Source: an optimization exercise on an open RTL-to-GDS flow (aim: small area). Production flows keep margins and buffers that such runs may drop. In this exercise RTL edits were held to simulation tests only and were not proved equivalent to the original. Power and IR drop assume default switching activity.

==> module instr_register_pipe, before the edit <==
module instr_register_pipe #(
  parameter int DEPTH = 32,
  parameter int OP_W  = 8,
  localparam int AW    = $clog2(DEPTH),
  localparam int RES_W = 2 * OP_W
) (
  input  logic                    clk,
  input  logic                    reset,
  input  logic                    load_en,
  input  logic [AW-1:0]           write_pointer,
  input  logic [2:0]              opcode,
  input  logic [OP_W-1:0]         operand_a,
  input  logic [OP_W-1:0]         operand_b,
  input  logic                    clear_en,
  input  logic                    rd_en,
  input  logic [AW-1:0]           read_pointer,
  output logic                    rd_valid,
  output logic                    rd_hit,
  output logic [2:0]              rd_opcode,
  output logic [OP_W-1:0]         rd_operand_a,
  output logic [OP_W-1:0]         rd_operand_b,
  output logic [RES_W-1:0]        rd_result,
  output logic                    rd_div0,
  output logic [AW:0]             entry_count,
  output logic                    full
);
  localparam int EW = 3 + 2 * OP_W;
  logic            s1_valid;
  logic [AW-1:0]   s1_ptr;
  logic [EW-1:0]   s1_data;
  always_ff @(posedge clk) begin
    if (reset) s1_valid <= 1'b0;
    else       s1_valid <= load_en;
    s1_ptr  <= write_pointer;
    s1_data <= {opcode, operand_a, operand_b};
  end
  logic [EW-1:0]    mem [DEPTH];
  logic [DEPTH-1:0] valid_q;
  logic [AW:0]      count_q;
  logic [DEPTH-1:0] wsel, wsel_n;
  localparam int NW = (DEPTH + 2) / 3;
  logic [NW*3-1:0] wsel_x, wval_x;
  logic [NW-1:0]   wgrp_n;
  logic            w_was_valid;
  always_comb begin
    for (int k = 0; k < DEPTH; k++) wsel_n[k] = !(s1_valid && (s1_ptr == AW'(k)));
    wsel_x = {{(NW*3-DEPTH){1'b0}}, wsel};
    wval_x = {{(NW*3-DEPTH){1'b0}}, valid_q};
  end
  genvar gw;
  generate for (gw = 0; gw < DEPTH; gw++) begin : g_went
    logic [EW-1:0] ent;
    irp_inv u_wdrv (.a(wsel_n[gw]), .y(wsel[gw]));
    always_ff @(posedge clk) begin
      if (wsel[gw]) ent <= s1_data;
    end
    assign mem[gw] = ent;
  end endgenerate
  generate for (gw = 0; gw < NW; gw++) begin : g_wgrp
    irp_aoi222 u_aoi (
      .s0 (wsel_x[3*gw]),   .d0 (wval_x[3*gw]),
      .s1 (wsel_x[3*gw+1]), .d1 (wval_x[3*gw+1]),
      .s2 (wsel_x[3*gw+2]), .d2 (wval_x[3*gw+2]),
      .y  (wgrp_n[gw])
    );
  end endgenerate
  assign w_was_valid = ~&wgrp_n;
  always_ff @(posedge clk) begin
    if (reset || clear_en) begin
      valid_q <= '0;
      count_q <= '0;
    end else begin
      valid_q <= valid_q | wsel;
      if (s1_valid && !w_was_valid) count_q <= count_q + (AW+1)'(1);
    end
  end
  logic          rd_go, rd_hold;
  logic [EW-1:0] rd_q, rd_d;
  logic          rd_hit_d;
  assign rd_go   = rd_en & ~reset;
  assign rd_hold = ~rd_en & ~reset;
  localparam int NG = (DEPTH + 1 + 2) / 3;
  logic [EW-1:0] rin [NG*3];
  logic [NG*3-1:0] rs;
  logic [DEPTH-1:0] rs_n, rs_drv;
  genvar gr;
  generate for (gr = 0; gr < DEPTH; gr++) begin : g_rsel
    assign rs_n[gr] = !(rd_go && valid_q[gr] && (read_pointer == AW'(gr)));
    irp_inv u_rdrv (.a(rs_n[gr]), .y(rs_drv[gr]));
  end endgenerate
  always_comb begin
    for (int k = 0; k < NG*3; k++) begin
      if (k < DEPTH) begin
        rs[k]  = rs_drv[k];
        rin[k] = mem[k];
      end else if (k == DEPTH) begin
        rs[k]  = rd_hold;
        rin[k] = rd_q;
      end else begin
        rs[k]  = 1'b0;
        rin[k] = '0;
      end
    end
  end
  genvar gb, gg;
  generate for (gb = 0; gb < EW; gb++) begin : g_rbit
    logic [NG-1:0] grp_n;
    for (gg = 0; gg < NG; gg++) begin : g_grp
      irp_aoi222 u_aoi (
        .s0 (rs[3*gg]),   .d0 (rin[3*gg][gb]),
        .s1 (rs[3*gg+1]), .d1 (rin[3*gg+1][gb]),
        .s2 (rs[3*gg+2]), .d2 (rin[3*gg+2][gb]),
        .y  (grp_n[gg])
      );
    end
    assign rd_d[gb] = ~&grp_n;
  end endgenerate
  assign rd_hit_d = (rd_hold & rd_hit) | (|rs[DEPTH-1:0]);
  always_ff @(posedge clk) begin
    rd_valid <= rd_go;
    rd_hit   <= rd_hit_d;
    rd_q     <= rd_d;
  end
  assign {rd_opcode, rd_operand_a, rd_operand_b} = rd_q;
  alu_unit u_alu (
    .op   (rd_opcode),
    .a    (rd_operand_a),
    .b    (rd_operand_b),
    .res  (rd_result),
    .div0 (rd_div0)
  );
  assign entry_count = count_q;
  assign full        = count_q[AW];
endmodule
clock: 30.0 ns
lec_check: 0
cap_margin: 0
core_margin: 2
core_utilization: 70
place_density: 0.8
slew_margin: 0
synth_hierarchical: 1
synth_minimum_keep_size: 0
standard.sh (not shown) runs the stock make flow with config.mk's settings and CLKGATE_MAP_FILE= SYNTH_SCRIPT=/design/flow/synth_recipe.tcl, a recipe that flattens the netlist after the stock synthesis.
==> flow/flow/run.sh <==
#!/bin/bash
# Own layout flow: the standard ORFS flow (standard.sh) with
#  - synthesis identical to synth_recipe.tcl except for the ABC mapping script
#    (area-oriented mapping; registers are mapped before ABC, so their names
#    and cell types are those of the standard synthesis),
#  - small port buffers,
#  - a clock tree built from smaller clock buffers without dummy loads.
# Each tool's full output goes to a log file in the work folder.
set -euo pipefail
WORK=$(pwd)
FLOWDIR=$WORK/flow

# Synthesis script: synth_recipe.tcl with ORFS synth.tcl patched to use our ABC script
cp "$FLOW_HOME/scripts/synth_preamble.tcl" "$WORK/my_preamble.tcl"
echo "set abc_args [lreplace \$abc_args 1 1 $FLOWDIR/abc_area.script]" >> "$WORK/my_preamble.tcl"
sed "s#source \$::env(SCRIPTS_DIR)/synth_preamble.tcl#source $WORK/my_preamble.tcl#" "$FLOW_HOME/scripts/synth.tcl" > "$WORK/my_synth_core.tcl"
sed "s#source \$::env(SCRIPTS_DIR)/synth.tcl#source $WORK/my_synth_core.tcl#" "$WORK/synth_recipe.tcl" > "$WORK/my_synth.tcl"
grep -q my_synth_core "$WORK/my_synth.tcl"
grep -q abc_area.script "$WORK/my_preamble.tcl"
sed "s#SYNTH_SCRIPT=[^ ]*#SYNTH_SCRIPT=$WORK/my_synth.tcl#" "$WORK/standard.sh" > "$WORK/my_standard.sh"
grep -q "SYNTH_SCRIPT=$WORK/my_synth.tcl" "$WORK/my_standard.sh"

export BUFFER_PORTS_ARGS="-buffer_cell sky130_fd_sc_hd__buf_1"
export CTS_ARGS="-sink_clustering_enable -repair_clock_nets -dont_use_dummy_load -buf_list sky130_fd_sc_hd__clkbuf_8 -sink_clustering_size 17 -sink_clustering_max_diameter 50"

bash "$WORK/my_standard.sh" synth > "$WORK/log_synth.txt" 2>&1
bash "$WORK/my_standard.sh" > "$WORK/log_layout.txt" 2>&1
==> flow/flow/abc_area.script <==
strash
dc2
dch -f
amap
topo
buffer -c
dnsize -c
Then changed:
--- a/flow/design.v
+++ b/flow/design.v
@@ -38,5 +38,11 @@
   logic [DEPTH-1:0] valid_q;
   logic [AW:0]      count_q;
-  logic [DEPTH-1:0] wsel, wsel_n;
+  logic [DEPTH-1:0] wsel;
+  logic [3:0]       wpa;
+  logic [7:0]       wpb;
+  always_comb begin
+    for (int i = 0; i < 4; i++) wpa[i] = s1_valid && (s1_ptr[1:0] == 2'(i));
+    for (int j = 0; j < 8; j++) wpb[j] = (s1_ptr[4:2] == 3'(j));
+  end
   localparam int NW = (DEPTH + 2) / 3;
   logic [NW*3-1:0] wsel_x, wval_x;
@@ -44,5 +50,4 @@
   logic            w_was_valid;
   always_comb begin
-    for (int k = 0; k < DEPTH; k++) wsel_n[k] = !(s1_valid && (s1_ptr == AW'(k)));
     wsel_x = {{(NW*3-DEPTH){1'b0}}, wsel};
     wval_x = {{(NW*3-DEPTH){1'b0}}, valid_q};
@@ -51,5 +56,5 @@
   generate for (gw = 0; gw < DEPTH; gw++) begin : g_went
     logic [EW-1:0] ent;
-    irp_inv u_wdrv (.a(wsel_n[gw]), .y(wsel[gw]));
+    irp_inv u_wdrv (.a(~(wpa[gw % 4] & wpb[gw / 4])), .y(wsel[gw]));
     always_ff @(posedge clk) begin
       if (wsel[gw]) ent <= s1_data;
@@ -83,9 +88,14 @@
   logic [EW-1:0] rin [NG*3];
   logic [NG*3-1:0] rs;
-  logic [DEPTH-1:0] rs_n, rs_drv;
+  logic [DEPTH-1:0] rs_drv;
+  logic [3:0]       rpa;
+  logic [7:0]       rpb;
+  always_comb begin
+    for (int i = 0; i < 4; i++) rpa[i] = rd_go && (read_pointer[1:0] == 2'(i));
+    for (int j = 0; j < 8; j++) rpb[j] = (read_pointer[4:2] == 3'(j));
+  end
   genvar gr;
   generate for (gr = 0; gr < DEPTH; gr++) begin : g_rsel
-    assign rs_n[gr] = !(rd_go && valid_q[gr] && (read_pointer == AW'(gr)));
-    irp_inv u_rdrv (.a(rs_n[gr]), .y(rs_drv[gr]));
+    irp_and3 u_rdrv (.a(rpa[gr % 4]), .b(rpb[gr / 4]), .c(valid_q[gr]), .y(rs_drv[gr]));
   end endgenerate
   always_comb begin
@@ -240,2 +250,8 @@
   assign y = ~a;
 endmodule
+module irp_and3 (
+  input  logic a, b, c,
+  output logic y
+);
+  assign y = a & b & c;
+endmodule
=> The new run completed with no timing, DRC or antenna violations; design area decreases by 1.3%; cell count shrinks by 2.1%; via count came out lower by 2.6%; count of clock-buffer cells in the layout is unchanged; die area is lower by 1.3%; clock skew decreases by 0.058 ns; total power barely changes; routed wire length is lower by 2.1%; area after synthesis fell by 1.3%; global-route usage shrinks by 0.35 points; register-to-register slack improves by 0.08 ns; sequential power stays flat.

==> separate check: timing with driven ports <==
Ports are ideal in the flow. The routed layouts listed here were re-timed in OpenROAD. Step 1, drivers: a clkbuf_16 drives clk and a buf_2 each remaining input, both assumed. Step 2 also shifts input and output timing later by t, the mid clock arrival at the registers, as if the neighbouring blocks saw the same clock. Slacks: ideal / step 1 / step 2; pairs: ideal / step 1.
run	shift t [ns]	slack for setup (ns)	hold slack, ns	worst setup path at the end
the first run	0.665	2.889 / 2.840 / 3.505	0.396 / 0.396 / 0.396	register to output
the second run	0.688	2.821 / 2.767 / 3.454	0.484 / 0.484 / 0.484	register to output
After both steps every run listed still meets setup and hold.
